Background: an optimization exercise with open tools, aiming at small area, a short achievable clock period and few clock cycles per item. Do not read the settings as production practice.
Only simulation tests tie the RTL to the original design; equivalence was not proved.
No activity file was given, so power comes from the tool's default toggle rates.

Setup of red:
## center_window_color_classifier
module center_window_color_classifier (
  input  logic             clk,
  input  logic             rst_n,
  input  logic             cfg_valid,
  output logic             cfg_ready,
  input  logic [1:0]       cfg_index,
  input  logic [cwcc_pkg::POS_W-1:0] cfg_data,
  input  logic             in_valid,
  output logic             in_ready,
  input  logic [7:0]       in_pixel_blue,
  input  logic [7:0]       in_pixel_green,
  input  logic [7:0]       in_pixel_red,
  input  logic             in_frame_start,
  output logic             out_valid,
  input  logic             out_ready,
  output logic [cwcc_pkg::SYM_W-1:0] out_symbol
);
export LEC_CHECK = 0
export CAP_MARGIN = 20
export CORE_MARGIN = 2
export CORE_UTILIZATION = 40
export SLEW_MARGIN = 20
create_clock -name core_clock -period 10.0 [get_ports {clk}]
standard.sh (not shown) runs the stock make flow with config.mk's settings and CLKGATE_MAP_FILE= SYNTH_SCRIPT=/design/flow/synth_recipe.tcl, a recipe that flattens the netlist after the stock synthesis.
==> flow/flow/run.sh <==
#!/bin/bash
# The standard layout (standard.sh), with these settings changed:
#  - the timing repair steps aim for setup slack beyond the clock period
#    (SETUP_SLACK_MARGIN), so the achieved period drops below the set one,
#    and repair only the worst few percent of endpoints (TNS_END_PERCENT),
#    which leaves the rest at their smaller sizes;
#  - the ports get plain buf_1 buffers (sized up by repair where needed);
#  - the clock tree is built from clkbuf_4 and clkbuf_8;
#  - a denser core (CORE_UTILIZATION, PLACE_DENSITY) for shorter wires.
# The clock period, SDC, synthesis, power grid and tap cells are the
# standard ones. make's full output goes to standard_flow.log; each step's
# own log is under orfs/logs/.
set -euo pipefail
bash standard.sh SETUP_SLACK_MARGIN=7 TNS_END_PERCENT=10 \
  'BUFFER_PORTS_ARGS=-buffer_cell sky130_fd_sc_hd__buf_1' \
  'CTS_BUF_LIST=sky130_fd_sc_hd__clkbuf_4 sky130_fd_sc_hd__clkbuf_8' \
  CORE_UTILIZATION=60 PLACE_DENSITY=0.75 \
  finish > standard_flow.log 2>&1
red finished every stage and its layout cleared the timing, design-rule and antenna checks.
Testbench counts of red, summed over its fixed seeds: cycles 2,738,492, pixels 2,736,476.
Input-level comparison between blue and red:
diff --git a/flow/flow/run.sh b/flow/flow/run.sh
--- a/flow/flow/run.sh
+++ b/flow/flow/run.sh
@@ -13,6 +13,6 @@
 set -euo pipefail
-bash standard.sh SETUP_SLACK_MARGIN=7 TNS_END_PERCENT=10 \
+bash standard.sh SETUP_SLACK_MARGIN=7.3 TNS_END_PERCENT=5 \
   'BUFFER_PORTS_ARGS=-buffer_cell sky130_fd_sc_hd__buf_1' \
   'CTS_BUF_LIST=sky130_fd_sc_hd__clkbuf_4 sky130_fd_sc_hd__clkbuf_8' \
-  CORE_UTILIZATION=60 PLACE_DENSITY=0.75 \
+  CORE_UTILIZATION=60 PLACE_DENSITY=0.75 CTS_CLUSTER_SIZE=50 CTS_CLUSTER_DIAMETER=100 \
   finish > standard_flow.log 2>&1
--- outcome ---
- Diff red..blue | power attributed to sequential cells | negligible
- Relative to red, post-layout total power decreased by about 6% in blue.
- Clock power in blue is 16% below red.
Relative to blue, the following input files were edited for green:
diff --git a/flow/flow/run.sh b/flow/flow/run.sh
--- a/flow/flow/run.sh
+++ b/flow/flow/run.sh
@@ -16,3 +16,3 @@
   'CTS_BUF_LIST=sky130_fd_sc_hd__clkbuf_4 sky130_fd_sc_hd__clkbuf_8' \
-  CORE_UTILIZATION=60 PLACE_DENSITY=0.75 CTS_CLUSTER_SIZE=50 CTS_CLUSTER_DIAMETER=100 \
+  CORE_UTILIZATION=60 PLACE_DENSITY=0.75 \
   finish > standard_flow.log 2>&1
Notes after the runs:
CTS buffer count: blue vs green identical
Re share of final-layout standard cells stronger than drive strength 1: no difference whatsoever between blue and green.
green -> blue: total vias in the final route delta 0, exact match
Re met1 wire length: no difference whatsoever between blue and green.
Worst hold slack: blue vs green identical
> inputs changed (green -> orange)
diff --git a/flow/flow/run.sh b/flow/flow/run.sh
--- a/flow/flow/run.sh
+++ b/flow/flow/run.sh
@@ -13,3 +13,3 @@
 set -euo pipefail
-bash standard.sh SETUP_SLACK_MARGIN=7.3 TNS_END_PERCENT=5 \
+bash standard.sh SETUP_SLACK_MARGIN=7.15 TNS_END_PERCENT=5 \
   'BUFFER_PORTS_ARGS=-buffer_cell sky130_fd_sc_hd__buf_1' \
==> comparison <==
Per the final summary, orange finished and its layout is clean on timing, DRC and antenna.
Comparing green and orange, the higher met2 track demand over resource was measured on green.
Transition time of the tightest slew-check pin for orange is lower than for green.
| time the worst path needs with I/O delays and setup | orange vs green | better |


Setup of run 1:
The RTL this note starts from:
==> flow/design.v <==
package cwcc_pkg;
  localparam int WINDOW_SIZE = 120;
  localparam int POS_W       = 12;
  localparam int SYM_W       = 3;
  localparam int T_W         = 23;
  localparam int CHUNK       = 6;
  localparam int N_CHUNK     = (T_W + CHUNK - 1) / CHUNK;
  localparam int FLUSH       = N_CHUNK - 1;
  localparam int SUM_BITS    = T_W + 2;
endpackage
module cwcc_term (
  input  logic       clk,
  input  logic [7:0] pixel,
  input  logic       add,
  input  logic       keep,
  input  logic       shift,
  output logic [cwcc_pkg::T_W-1:0] t
);
  localparam int TW = cwcc_pkg::T_W;
  localparam int CH = cwcc_pkg::CHUNK;
  logic [8:0]    v;
  logic [TW-1:0] a, b, s;
  logic [TW:0]   c;
  logic [cwcc_pkg::N_CHUNK-1:0] carry_r;
  always_comb begin
    v = {pixel ^ 8'h7F, 1'b1};
    for (int i = 0; i < TW; i++) begin
      a[i] = t[i] & keep;
      b[i] = (add & v[(i < 8) ? i : 8]) | (shift & t[(i < TW - 1) ? i + 1 : TW - 1]);
    end
    c[0] = 1'b0;
    for (int i = 0; i < TW; i++) begin
      logic ci;
      if (i % CH == 0 && i != 0) ci = carry_r[i / CH - 1] & keep;
      else ci = c[i];
      s[i]   = a[i] ^ b[i] ^ ci;
      c[i+1] = (a[i] & b[i]) | (ci & (a[i] ^ b[i]));
    end
  end
  always_ff @(posedge clk) begin
    t <= s;
    for (int j = 0; j < cwcc_pkg::N_CHUNK - 1; j++) carry_r[j] <= c[(j + 1) * CH];
  end
endmodule
module cwcc_classify (
  input  logic [2:0] neg,        
  input  logic [2:0] nonzero,    
  input  logic       sum_neg,
  input  logic       sum_nonzero,
  input  logic       octal_mode,
  output logic [cwcc_pkg::SYM_W-1:0] symbol
);
  logic [2:0] pos;
  logic [7:0] ok;
  logic [cwcc_pkg::SYM_W-1:0] oct_sym;
  always_comb begin
    pos = nonzero & ~neg;
    ok[0] = (neg & ~3'b000) == '0 && (pos & 3'b000) == '0;
    ok[1] = (neg & ~3'b111) == '0 && (pos & 3'b111) == '0;
    ok[2] = (neg & ~3'b001) == '0 && (pos & 3'b001) == '0;
    ok[3] = (neg & ~3'b100) == '0 && (pos & 3'b100) == '0;
    ok[4] = (neg & ~3'b010) == '0 && (pos & 3'b010) == '0;
    ok[5] = (neg & ~3'b101) == '0 && (pos & 3'b101) == '0;
    ok[6] = (neg & ~3'b011) == '0 && (pos & 3'b011) == '0;
    ok[7] = (neg & ~3'b110) == '0 && (pos & 3'b110) == '0;
    oct_sym = 3'd7;
    for (int i = 6; i >= 0; i--) begin
      if (ok[i]) oct_sym = 3'(i);
    end
    if (octal_mode) symbol = oct_sym;
    else            symbol = {2'b00, !sum_neg && sum_nonzero};
  end
endmodule
module center_window_color_classifier (
  input  logic             clk,
  input  logic             rst_n,
  input  logic             cfg_valid,
  output logic             cfg_ready,
  input  logic [1:0]       cfg_index,
  input  logic [cwcc_pkg::POS_W-1:0] cfg_data,
  input  logic             in_valid,
  output logic             in_ready,
  input  logic [7:0]       in_pixel_blue,
  input  logic [7:0]       in_pixel_green,
  input  logic [7:0]       in_pixel_red,
  input  logic             in_frame_start,
  output logic             out_valid,
  input  logic             out_ready,
  output logic [cwcc_pkg::SYM_W-1:0] out_symbol
);
  localparam int PW        = cwcc_pkg::POS_W;
  localparam int FLUSH_END = cwcc_pkg::FLUSH;                      
  localparam int SHIFT_END = cwcc_pkg::FLUSH + cwcc_pkg::SUM_BITS;  
  localparam int CNT_W     = $clog2(SHIFT_END + 3);
  function automatic logic lt(input logic [PW:0] a, input logic [PW:0] b);
    logic br;
    br = 1'b0;
    for (int i = 0; i <= PW; i++) br = (~a[i] & b[i]) | (~a[i] & br) | (b[i] & br);
    lt = br;
  endfunction
  typedef struct packed {
    logic in_win;    
    logic at_end;    
  } axis_t;
  function automatic axis_t axis(input logic [PW-1:0] q, input logic [PW-1:0] ext_reg);
    logic [PW-1:0] e, half;
    logic [PW:0]   lo, hi;
    logic          lt_e;
    e    = {ext_reg[PW-1:1], ext_reg[0] | (ext_reg == '0)};
    half = {1'b0, ext_reg[PW-1:1]};
    lo   = {1'b0, half} - (PW+1)'(59);
    hi   = {1'b0, half} + (PW+1)'(61);
    lt_e = lt({1'b0, q}, {1'b0, e});
    axis = {(half <= PW'(60) || !lt({1'b0, q}, lo)) && lt({1'b0, q}, hi) && (lt_e || q == e),
            !lt_e};
  endfunction
  function automatic axis_t axis_0(input logic [PW-1:0] ext);
    axis_0 = {ext <= PW'(121), ext <= PW'(1)};
  endfunction
  logic [PW-1:0] frame_width_r, frame_height_r;
  logic          octal_mode_r, mode_f;
  logic [PW-1:0] column_r, row_r;    
  logic          in_ready_r;
  logic          out_valid_r;
  logic [cwcc_pkg::SYM_W-1:0] out_symbol_r, symbol;
  logic [7:0]    pix_blue_r, pix_green_r, pix_red_r;
  logic          add_r, keep_r, shift_r;
  logic          busy_r;
  logic [CNT_W-1:0] count_r;
  logic [1:0]    sum_carry_r;
  logic          sum_bit_r, sum_nz_r;
  logic [2:0]    term_nz_r;
  axis_t         fx, fy, x0, y0;
  logic [PW-1:0] column_inc, row_inc;
  logic          ix, le, iy, ye;
  logic          accept, in_win, frame_end, go, finishing;
  logic [cwcc_pkg::T_W-1:0] t_blue, t_green, t_red;
  logic [2:0]    lsb;
  logic [2:0]    sum_now;
  assign cfg_ready = 1'b1;
  always_comb begin
    fx = axis(column_r, frame_width_r);
    fy = axis(row_r, frame_height_r);
    x0 = axis_0(frame_width_r);
    y0 = axis_0(frame_height_r);
    column_inc = column_r + PW'(1);
    row_inc    = row_r + PW'(1);
    accept = in_valid && in_ready_r;
    if (in_frame_start) begin
      {ix, le} = x0;
      {iy, ye} = y0;
    end else begin
      {ix, le} = fx;
      {iy, ye} = fy;
    end
    in_win     = ix && iy;
    frame_end  = le && ye;
    go         = busy_r && count_r == CNT_W'(FLUSH_END) && (!out_valid_r || out_ready);
    finishing  = busy_r && count_r == CNT_W'(SHIFT_END + 1);
    lsb     = {t_blue[0], t_green[0], t_red[0]};
    sum_now = 3'(lsb[2]) + 3'(lsb[1]) + 3'(lsb[0]) + 3'(sum_carry_r);
  end
  cwcc_term u_term_blue  (.clk(clk), .pixel(pix_blue_r),  .add(add_r), .keep(keep_r),
                          .shift(shift_r), .t(t_blue));
  cwcc_term u_term_green (.clk(clk), .pixel(pix_green_r), .add(add_r), .keep(keep_r),
                          .shift(shift_r), .t(t_green));
  cwcc_term u_term_red   (.clk(clk), .pixel(pix_red_r),   .add(add_r), .keep(keep_r),
                          .shift(shift_r), .t(t_red));
  cwcc_classify u_classify (
    .neg         ({t_blue[cwcc_pkg::T_W-1], t_green[cwcc_pkg::T_W-1], t_red[cwcc_pkg::T_W-1]}),
    .nonzero     (term_nz_r),
    .sum_neg     (sum_bit_r),
    .sum_nonzero (sum_nz_r),
    .octal_mode  (mode_f),
    .symbol      (symbol)
  );
  always_ff @(posedge clk) begin
    if (!rst_n) begin
      frame_width_r  <= PW'(1280);
      frame_height_r <= PW'(720);
      octal_mode_r   <= 1'b0;
      column_r       <= PW'(1);
      row_r          <= PW'(1);
      in_ready_r     <= 1'b0;
      out_valid_r    <= 1'b0;
      add_r          <= 1'b0;
      keep_r         <= 1'b0;
      shift_r        <= 1'b0;
      busy_r         <= 1'b0;
    end else begin
      if (cfg_valid) begin
        case (cfg_index)
          2'd0: frame_width_r  <= cfg_data;
          2'd1: frame_height_r <= cfg_data;
          2'd2: octal_mode_r   <= cfg_data[0];
          default: ;
        endcase
      end
      add_r <= accept && in_win;
      keep_r  <= !(accept && in_frame_start) && !go &&
                 !(busy_r && count_r > CNT_W'(FLUSH_END) && count_r <= CNT_W'(SHIFT_END));
      shift_r <= go || (busy_r && count_r > CNT_W'(FLUSH_END) && count_r < CNT_W'(SHIFT_END));
      if (accept) begin
        if (le) column_r <= PW'(1);
        else column_r <= in_frame_start ? PW'(2) : column_inc;
        if (frame_end) row_r <= PW'(1);
        else if (le) row_r <= in_frame_start ? PW'(2) : row_inc;
        else if (in_frame_start) row_r <= PW'(1);
      end
      if (accept && frame_end) busy_r <= 1'b1;
      else if (finishing)      busy_r <= 1'b0;
      in_ready_r <= !(accept && frame_end) &&
                    (!busy_r || finishing);
      if (finishing) begin
        out_valid_r <= 1'b1;
      end else if (out_ready) begin
        out_valid_r <= 1'b0;
      end
    end
  end
  always_ff @(posedge clk) begin
    pix_blue_r  <= in_pixel_blue;
    pix_green_r <= in_pixel_green;
    pix_red_r   <= in_pixel_red;
    if (accept && frame_end) mode_f <= octal_mode_r;
    if (!busy_r) count_r <= '0;
    else if (count_r != CNT_W'(FLUSH_END) || go) count_r <= count_r + CNT_W'(1);
    if (!busy_r) begin
      sum_carry_r <= '0;
      sum_bit_r   <= 1'b0;
      sum_nz_r    <= 1'b0;
      term_nz_r   <= '0;
    end else if (shift_r) begin
      sum_carry_r <= sum_now[2:1];
      sum_bit_r   <= sum_now[0];
      sum_nz_r    <= sum_nz_r || sum_now[0];
      term_nz_r   <= term_nz_r | lsb;
    end
    if (finishing) out_symbol_r <= symbol;
  end
  assign in_ready   = in_ready_r;
  assign out_valid  = out_valid_r;
  assign out_symbol = out_symbol_r;
endmodule
==> flow/config.mk <==
export PLATFORM = sky130hd
export DESIGN_NAME = center_window_color_classifier
export DESIGN_NICKNAME = center_window_color_classifier
export VERILOG_FILES = /design/flow/design.v
export SDC_FILE = /design/flow/constraint.sdc
export NUM_CORES = 4
export LEC_CHECK = 0
export CAP_MARGIN = 20
export CORE_MARGIN = 2
export CORE_UTILIZATION = 40
export SLEW_MARGIN = 20
==> flow/constraint.sdc <==
create_clock -name core_clock -period 10.0 [get_ports {clk}]
set_input_delay 2.0000 -clock core_clock [delete_from_list [all_inputs] [get_ports {clk}]]
set_output_delay 2.0000 -clock core_clock [all_outputs]
set_load 0.01 [all_outputs]
==> flow/flow/run.sh <==
#!/bin/bash
# The standard layout (standard.sh), with these settings changed:
#  - the timing repair steps aim for setup slack beyond the clock period
#    (SETUP_SLACK_MARGIN), so the achieved period drops below the set one,
#    and repair only the worst few percent of endpoints (TNS_END_PERCENT),
#    which leaves the rest at their smaller sizes;
#  - the ports get plain buf_1 buffers (sized up by repair where needed);
#  - the clock tree is built from clkbuf_4 and clkbuf_8;
#  - a denser core (CORE_UTILIZATION, PLACE_DENSITY) for shorter wires.
# The clock period, SDC, synthesis, power grid and tap cells are the
# standard ones. make's full output goes to standard_flow.log; each step's
# own log is under orfs/logs/.
set -euo pipefail
bash standard.sh SETUP_SLACK_MARGIN=7.6 TNS_END_PERCENT=3 \
  'BUFFER_PORTS_ARGS=-buffer_cell sky130_fd_sc_hd__buf_1' \
  'CTS_BUF_LIST=sky130_fd_sc_hd__clkbuf_4 sky130_fd_sc_hd__clkbuf_8' \
  CORE_UTILIZATION=60 PLACE_DENSITY=0.75 \
  finish > standard_flow.log 2>&1
Every stage of the flow completed for run 1, and the final layout passed the timing, design-rule and antenna checks.
Testbench counts of run 1, summed over its fixed seeds: cycles 2,738,428, pixels 2,736,476.
Relative to run 1, the following input files were edited for run 2:
diff --git a/flow/flow/run.sh b/flow/flow/run.sh
--- a/flow/flow/run.sh
+++ b/flow/flow/run.sh
@@ -4,3 +4 @@
-#    (SETUP_SLACK_MARGIN), so the achieved period drops below the set one,
-#    and repair only the worst few percent of endpoints (TNS_END_PERCENT),
-#    which leaves the rest at their smaller sizes;
+#    (SETUP_SLACK_MARGIN), so the achieved period drops below the set one;
@@ -14 +12 @@
-bash standard.sh SETUP_SLACK_MARGIN=7.6 TNS_END_PERCENT=3 \
+bash standard.sh SETUP_SLACK_MARGIN=7.6 \
[summary]
- Re full die area: no difference whatsoever between run 2 and run 1.
- Of the two values seen for end point of the critical path, u_term_blue.t[11]$_DFF_P_ was produced by run 1 and add_r$_SDFF_PN0_ by run 2.
- What run 1 reported for detailed-route wire length has to be multiplied by 1.2 to get the figure for run 2.
- Compared with run 1, run 2 shows fraction of power consumed by combinational cells higher by 2.6 points.
- Run 2 | status: complete | timing, DRC, antenna: pass
> inputs changed (run 2 -> run 3)
==> flow/flow/run.sh <==
#!/bin/bash
set -euo pipefail
bash standard.sh SETUP_SLACK_MARGIN=7 'BUFFER_PORTS_ARGS=-buffer_cell sky130_fd_sc_hd__buf_1' 'CTS_BUF_LIST=sky130_fd_sc_hd__clkbuf_8' finish > standard_flow.log 2>&1
Notes after the runs:
No run among run 3 and run 2 stopped early or left any final violation; all are clean.
The cell at the slowest stage of the critical path comes out sky130_fd_sc_hd__edfxtp_1 in one run and sky130_fd_sc_hd__nor4_2 in the other, namely in run 3 and run 2 respectively.
Sequential cell area in the final layout (run 3 vs. run 2) decreases slightly
Setup WNS run 2 -> run 3: better
Looking at all-layer global routing usage, run 3 sits 13 points below run 2.
Against run 2, run 3 comes in 2.5 points higher on sequential share of layout area.
Compared to run 2, run 3 has effective utilization at floorplan 21 points lower.
Per the comparison of run 3 with run 2, post-detailed-route DRC marker count closely matched the old numbers; post-CTS setup repair buffer count decreased by about 60% relative to the old numbers.
Clock buffer instance count of the final layout, run 3 and run 2, higher one = run 2.
What run 4 does differently from run 3 at the input level:
==> flow/flow/run.sh <==
#!/bin/bash
# The standard layout (standard.sh), with these settings changed:
#  - the timing repair steps aim for setup slack beyond the clock period
#    (SETUP_SLACK_MARGIN), so the achieved period drops below the set one;
#  - the ports get plain buf_1 buffers (sized up by repair where needed);
#  - the clock tree is built from clkbuf_4 and clkbuf_8;
#  - a denser core (CORE_UTILIZATION, PLACE_DENSITY) for shorter wires.
# The clock period, SDC, synthesis, power grid and tap cells are the
# standard ones. make's full output goes to standard_flow.log; each step's
# own log is under orfs/logs/.
set -euo pipefail
bash standard.sh SETUP_SLACK_MARGIN=7.3 TNS_END_PERCENT=5 \
  'BUFFER_PORTS_ARGS=-buffer_cell sky130_fd_sc_hd__buf_1' \
  'CTS_BUF_LIST=sky130_fd_sc_hd__clkbuf_4 sky130_fd_sc_hd__clkbuf_8' \
  CORE_UTILIZATION=60 PLACE_DENSITY=0.75 \
  finish > standard_flow.log 2>&1
Notes after the runs:
Per the comparison of run 4 with run 3, maximum frequency went down 0.78%, part of the total power dissipated in sequential elements now sits higher, global-route track usage on met1 grew by 11 points, final cell count without fillers shrank by 8.0%. Run 4 ended up with primary input to flop as its critical setup path kind; run 3 ended up with flop to primary output. Ratio of total power to cell area across run 4 and run 3: no real change. In the tables for run 4 and run 3, share of power burned in the clock network reads lower with run 4. The higher area growth from synthesis to layout of run 4 and run 3 is in run 3. Of run 4 and run 3, run 4 shows the higher sequential share of layout area, with run 3 below it. [compare] base=run 3 new=run 4: clock power down about 8%, routed wire length down 990 um, post-CTS setup buffer count up about 4%.

[what the ideal ports hide]
No port has a modelled driver above. Below, the same layouts with a new extraction and two added sets of constraints.
Step 1 assumes that a clkbuf_16 drives the clock port and a buf_2 every other input.
Step 2 also shifts input and output timing later by t, the mid clock arrival at the registers, as if the neighbouring blocks saw the same clock.
Slacks: no drivers / after step 1 / after step 2; pairs: no drivers / after step 1.
run | shift t [ns] | slack for setup (ns) | hold WS [ns]
red | 0.500 | 6.969 / 6.928 / 6.513 | 0.498 / 0.498 / 0.498
blue | 0.506 | 6.983 / 6.942 / 6.633 | 0.492 / 0.492 / 0.492
green | 0.506 | 6.983 / 6.942 / 6.633 | 0.492 / 0.492 / 0.492
orange | 0.496 | 6.995 / 6.955 / 6.643 | 0.492 / 0.492 / 0.492
run 1 | 0.512 | 6.885 / 6.885 / 6.467 | 0.464 / 0.464 / 0.464
run 2 | 0.511 | 6.897 / 6.876 / 6.365 | 0.494 / 0.494 / 0.494
run 3 | 0.521 | 6.968 / 6.923 / 6.521 | 0.473 / 0.473 / 0.473
run 4 | 0.501 | 6.944 / 6.951 / 6.450 | 0.459 / 0.459 / 0.459
After both steps every run listed still meets setup and hold. For run 2, which loses most, drivers alone change the setup slack by -0.021 ns; drivers and shift together by -0.532 ns.
